Context: an optimization exercise on an open-source flow, tuned for small area, a short achievable clock period and few clock cycles per item. The choices shown serve that exercise and are no tape-out recipe. In this exercise RTL edits were held to simulation tests only and were not proved equivalent to the original. Power figures rest on the tool's default switching activity, not on a simulated workload.

**flow/run.sh**
```bash
#!/bin/bash
# synth_recipe.tcl (not shown) runs the flow's synth.tcl, then flattens the netlist and writes it again
# the make line also repeats each setting of config.mk as NAME=value (left out here)
make -C /OpenROAD-flow-scripts/flow DESIGN_CONFIG=/design/flow/config.mk WORK_HOME=/design/flow/orfs CLKGATE_MAP_FILE= SYNTH_SCRIPT=/design/flow/synth_recipe.tcl finish
```
**flow/config.mk**
```make
export PLATFORM = sky130hd
export DESIGN_NAME = countdown_stopwatch_7seg
export DESIGN_NICKNAME = countdown_stopwatch_7seg
export VERILOG_FILES = /design/flow/design.v
export SDC_FILE = /design/flow/constraint.sdc
export NUM_CORES = 4
export LEC_CHECK = 0
export CAP_MARGIN = 20
export CORE_MARGIN = 2
export CORE_UTILIZATION = 40
export SLEW_MARGIN = 20
```
**flow/design.v**
```verilog
`timescale 1ns / 1ps
package cdsw7_pkg;
  localparam logic [1:0] K_NONE   = 2'd0;
  localparam logic [1:0] K_TICK   = 2'd1;
  localparam logic [1:0] K_TOGGLE = 2'd2;
  localparam logic [1:0] K_SET    = 2'd3;
  localparam logic [21:0] DIGITS_FULL = {3'd6, 4'd0, 3'd0, 4'd0, 4'd0, 4'd0};
endpackage
`timescale 1ns / 1ps
import cdsw7_pkg::*;
module countdown_stopwatch_7seg
(
  input  logic clk,
  input  logic rst,
  input  logic cmd_valid,
  output logic cmd_stall,
  input  logic [14:0] cmd,
  output logic res_valid,
  input  logic res_stall,
  output logic [48:0] res
);
  function automatic logic [6:0] seg_of(input logic [3:0] d);
    case (d)
      4'd0:    seg_of = 7'h3F;
      4'd1:    seg_of = 7'h06;
      4'd2:    seg_of = 7'h5B;
      4'd3:    seg_of = 7'h4F;
      4'd4:    seg_of = 7'h66;
      4'd5:    seg_of = 7'h6D;
      4'd6:    seg_of = 7'h7D;
      4'd7:    seg_of = 7'h07;
      4'd8:    seg_of = 7'h7F;
      4'd9:    seg_of = 7'h6F;
      default: seg_of = 7'h00;
    endcase
  endfunction
  function automatic logic [21:0] dec_digits(input logic [21:0] c);
    logic [2:0] mt, st;
    logic [3:0] mo, so, ct, co;
    logic       b0, b1, b2, b3;
    {mt, mo, st, so, ct, co} = c;
    if (mt == 3'd0 && mo == 4'd0 && st == 3'd0 && so == 4'd0 && ct == 4'd0 &&
        co[3:1] == 3'd0) begin
      dec_digits = DIGITS_FULL;
    end else begin
      b0 = (co == 4'd0);
      b1 = b0 && (ct == 4'd0);
      b2 = b1 && (so == 4'd0);
      b3 = b2 && (st == 3'd0);
      dec_digits[3:0]   = b0 ? 4'd9 : co - 4'd1;
      dec_digits[7:4]   = !b0 ? ct : (b1 ? 4'd9 : ct - 4'd1);
      dec_digits[11:8]  = !b1 ? so : (b2 ? 4'd9 : so - 4'd1);
      dec_digits[14:12] = !b2 ? st : (b3 ? 3'd5 : st - 3'd1);
      dec_digits[18:15] = !b3 ? mo : ((mo == 4'd0) ? 4'd9 : mo - 4'd1);
      dec_digits[21:19] = (b3 && mo == 4'd0) ? mt - 3'd1 : mt;
    end
  endfunction
  function automatic logic [12:0] bcd10(input logic [9:0] v);
    logic [3:0] h, t, o;
    logic       th;
    {th, h, t, o} = '0;
    for (int i = 9; i >= 0; i--) begin
      if (o >= 4'd5) o = o + 4'd3;
      if (t >= 4'd5) t = t + 4'd3;
      if (h >= 4'd5) h = h + 4'd3;
      {th, h, t, o} = {h, t, o, v[i]};
    end
    bcd10 = {th, h, t, o};
  endfunction
  function automatic logic [11:0] min_sec10(input logic [9:0] v);
    logic [4:0] q;
    logic [2:0] t;
    logic [3:0] o;
    {q, t, o} = '0;
    for (int i = 9; i >= 0; i--) begin
      if (o >= 4'd5) o = o + 4'd3;
      if (t >= 3'd3) t = t + 3'd1;
      {q, t, o} = {q[3:0], t, o, v[i]};
    end
    min_sec10 = {q, t, o};
  endfunction
  function automatic logic [21:0] sum_digits(input logic [9:0] smin,
                                             input logic [9:0] ssec,
                                             input logic [9:0] scs);
    logic [12:0] cb;
    logic [11:0] sb;
    logic [4:0]  so1;
    logic [3:0]  so;
    logic        c1;
    logic [3:0]  st1;
    logic [2:0]  st;
    logic        c2;
    logic [10:0] m;
    logic [12:0] mb;
    cb  = bcd10(scs);           
    sb  = min_sec10(ssec);      
    so1 = {1'b0, sb[3:0]} + {1'b0, cb[11:8]};
    c1  = (so1 >= 5'd10);
    so  = c1 ? 4'(so1 - 5'd10) : so1[3:0];
    st1 = {1'b0, sb[6:4]} + {3'b0, cb[12]} + {3'b0, c1};
    c2  = (st1 >= 4'd6);
    st  = c2 ? 3'(st1 - 4'd6) : st1[2:0];
    m   = {1'b0, smin} + {6'b0, sb[11:7]} + {10'b0, c2};
    if (m > 11'd60 || (m == 11'd60 && ({st, so, cb[7:0]} != '0))) begin
      sum_digits = DIGITS_FULL;
    end else begin
      mb = bcd10({4'b0, m[5:0]});
      sum_digits = {mb[6:4], mb[3:0], st, so, cb[7:0]};
    end
  endfunction
  logic [9:0]  set_cs, set_sec, set_min;
  logic [21:0] sum_q;
  logic        q_full;
  logic [1:0]  q_kind;
  logic        p_valid;
  logic [1:0]  p_kind;
  logic [21:0] disp;
  logic        run, dirty, full;
  logic        accept, out_free, p_free;
  logic [1:0]  c_kind;
  logic        set_hold;
  assign cmd_stall = q_full;
  assign accept    = cmd_valid && !q_full;
  assign out_free  = !res_valid || !res_stall;
  assign p_free    = !p_valid || out_free;
  always_comb begin
    c_kind = K_NONE;
    if (!cmd[14]) c_kind = K_TICK;
    else case (cmd[13:10])
      4'b0001:                     c_kind = K_TOGGLE;
      4'b0010, 4'b0100, 4'b1000:   c_kind = K_SET;
      default:                     c_kind = K_NONE;
    endcase
  end
  assign set_hold = q_full && (q_kind == K_SET);
  always_ff @(posedge clk) begin
    if (!set_hold) sum_q <= sum_digits(set_min, set_sec, set_cs);
    if (rst) begin
      set_cs  <= '0;
      set_sec <= '0;
      set_min <= '0;
    end else if (accept && cmd[14]) begin
      if (cmd[13:10] == 4'b0010) set_cs  <= cmd[9:0];
      if (cmd[13:10] == 4'b0100) set_sec <= cmd[9:0];
      if (cmd[13:10] == 4'b1000) set_min <= cmd[9:0];
    end
  end
  always_ff @(posedge clk) begin
    if (rst) begin
      q_full  <= 1'b0;
      p_valid <= 1'b0;
    end else if (p_free) begin
      q_full  <= 1'b0;
      p_valid <= q_full || accept;
      p_kind  <= q_full ? q_kind : c_kind;
    end else if (accept) begin
      q_full <= 1'b1;
      q_kind <= c_kind;
    end
  end
  logic [21:0] cur;
  assign cur = dirty ? sum_q : (full ? DIGITS_FULL : disp);
  always_ff @(posedge clk) begin
    if (rst) begin
      res_valid <= 1'b0;
      run       <= 1'b0;
      dirty     <= 1'b0;
      full      <= 1'b1;
      disp      <= '0;
    end else if (out_free) begin
      res_valid <= p_valid;
      if (p_valid) begin
        case (p_kind)
          K_TICK: if (run) begin
            disp  <= dec_digits(cur);
            dirty <= 1'b0;
            full  <= 1'b0;
          end
          K_TOGGLE: begin
            run   <= !run;
            disp  <= cur;
            dirty <= 1'b0;
            full  <= 1'b0;
          end
          K_SET: begin
            dirty <= 1'b1;
            full  <= 1'b0;
          end
          default: ;
        endcase
      end
    end
  end
  assign res = {1'b0, seg_of({1'b0, disp[14:12]}), 1'b0, seg_of(disp[11:8]),
                1'b0, seg_of(disp[7:4]), 1'b0, seg_of(disp[3:0]),
                1'b0, seg_of({1'b0, disp[21:19]}), 1'b0, seg_of(disp[18:15]),
                run};
endmodule
```
**flow/constraint.sdc**
```tcl
create_clock -name core_clock -period 10.0 [get_ports {clk}]
set_input_delay 2.0000 -clock core_clock [delete_from_list [all_inputs] [get_ports {clk}]]
set_output_delay 2.0000 -clock core_clock [all_outputs]
set_load 0.01 [all_outputs]
```
==> run summary <==
PortBufs 63; Synth async-reset ratio 0; Post-synth top cells nor2_1, dfxtp_1, ha_1; Final Wtd Congestion just under 0.9; first-pass GRT wire length about 43000 um; post-synth cell types 103; DRT antenna net count 0; Synth Cell Area a little over 10000 um^2; maximum number of pins on one net before global-route repair 72; vias in the first global route a little over 9000; multi-input combinational cell area approximately 7400 um^2; clk slew on worst S/H paths around 0.060 ns; clock latency (worst-skew pair) about 0.42 ns; Critical Path Max Stage Delay approximately 0.36 ns; Synth Flop Type dfxtp_1; fmax 90.4 MHz; total grt overflow 0; Tmin final 11.06 ns; Core ar. ~25000 um^2; CTS Buf Count 17; WL final about 25000 um; max_cap viols 0; hold_sp disp[8]; Layout Nets 1642; fillers 2282; Layout Check Fails setup timing; final hold vios 0; Area growth syn-to-layout 37.8%; number of I/O pins 70; sequential standard cell area 2790 um^2; Worst Setup Slack, final -1.06 ns; RSZ-0062 raised after global routing true; Placed Instance Area about 13000 um^2; Chip Height around 160 um; cell count after synthesis around 1200; CP Buf/Inv Count 15; crit share post-route 1.11; H-tree depth 4; # diodes 0; hold crit path type reg2reg; status finished with violations; drt first pass iters 5; GR Util All Layers 0.192; Slew HR 0.327; critical path class reg2reg; Iter 0 DRT Violations ~540; Setup crit start kind flop; Tightest Pin Transition 1.01 ns; most frequent cell after synthesis nor2_1; Initial Utilization 0.406; CP Capture Type flop; initial antenna violation count 0; DRC errors left 0; sequential fraction of the synthesis area 0.274; area leader, netlist dfxtp_1; Worst path slowest cell dfxtp_4; worst-path maximum fanout 5; CTS root buf clkbuf_16; via count approximately 9600; DP Worst Slack -1.28 ns; dominant cells by area after synthesis dfxtp_1, ha_1, edfxtp_1; origin of the critical flop-to-flop path set_sec[7]; Die ar. 26700 um^2; DIE WIDTH approximately 160 um; maximum vdd drop between 0.08 and 0.09 mV; # clock sinks 126; LEAKAGE between 6 and 7 nW; CTS tree built; Synth top area share 0.197; syn_area_per_cell roughly 8.3 um^2; FP Rows 58; Yosys warnings 1; worst path arrival time between 10 and 15 ns; Slew Viols, Final 0; Max Buffers Root-to-Sink 2; Final Cell Area ~14000 um^2; Yosys reg bits approximately 130; cell mode on critical path buf_4; Clock Skews between 0.015 and 0.02 ns; setup violators final 22; Post-synth EDFFs 26; crit path from set_sec[7]; post-DP HPWL roughly 19000 um; CP Data Required Time just over 10 ns; Avg WL per Cell 13.6 um; Cell Pwr Density about 94 nW/um^2; vias per cell about 5.2; delay-heaviest family, CP adder cells
[tightest hold or removal path, cell delays in order, from the launching register on]
cell	delay, ns
dfxtp_1	0.31
nand2_1	0.07
a21oi_1	0.05
[kinds of logic after synthesis]
kind of cell	after synthesis	share of synthesized area
buffers and inverters	125	0.0512
and+or+nand+nor	433	0.212
DFF	126	0.274
AOI/OAI and AO/OA	332	0.228
muxes	72	0.0747
xor gates and xnor gates	33	0.0310
adders and majority gates	102	0.128
other	1	0.000369
[layout make-up]
cell class                      instances  share of cell area
Inverter                               80              0.0221
Sequential cell                       126               0.199
Clock inverter                         13             0.00830
Clock buffer                           18              0.0306
Timing Repair Buffer                  318               0.184
Tap cell                              330              0.0295
Multi-Input combinational cell        978               0.527
[stage by stage]
| stage | hold WS [ns] | power (mW) | std cells | setup TNS, ns | utilization |
|---|---|---|---|---|---|
| final | 0.479 | 1.32 | 1863 | -9.29 | 0.560 |
| after global routing | 0.488 | 1.38 | 1863 | -21.29 | 0.560 |
| after CTS | 0.479 | 1.33 | 1851 | -10.14 | 0.550 |
| after detailed placement | 0.468 | 0.739 | 1795 | -14.71 | 0.516 |
| after global placement | 0.464 | 0.738 | 1795 | -9.45 | 0.516 |
| after floorplan | 0.450 | 0.666 | 1229 | -18.47 | - |
[layer usage]
layer | routed length (um) | part of all wire | global-route usage
met1 | 11500 | 0.45 | 0.236
met2 | 12900 | 0.51 | 0.352
met3 | 689 | 0.027 | 0.0325
met4 | 273 | 0.011 | 0.0382
met5 | 0 | 0 | 0
[power by group]
part	switching, mW	internal (mW)	total [mW]
Clock	0.236	0.341	0.577
Combinational	0.0984	0.0955	0.194
Sequential	0.00965	0.537	0.547
Total	0.344	0.974	1.32
[path summary, 6_finish.rpt]
check / to / slack (ns) / depth (start not counted)
max reg2reg: sum_q[17] / -1.06 / 71
min: disp[8] / 0.48 / 2
max: sum_q[17] / -1.06 / 71
min reg2reg: disp[8] / 0.48 / 2
[what timing repair did]
action | 4_1_cts | 5_1_grt
gates resized for setup | 36 | 35
buffers inserted | 26 | 15
hold buffers | 0 | 0
endpoints found under the hold margin | 0 | 0
pin swaps | 28 | 25
endpoints found under the setup margin | 22 | 22
Testbench counts, summed over its fixed seeds: cycles 16,016, items 16,000.
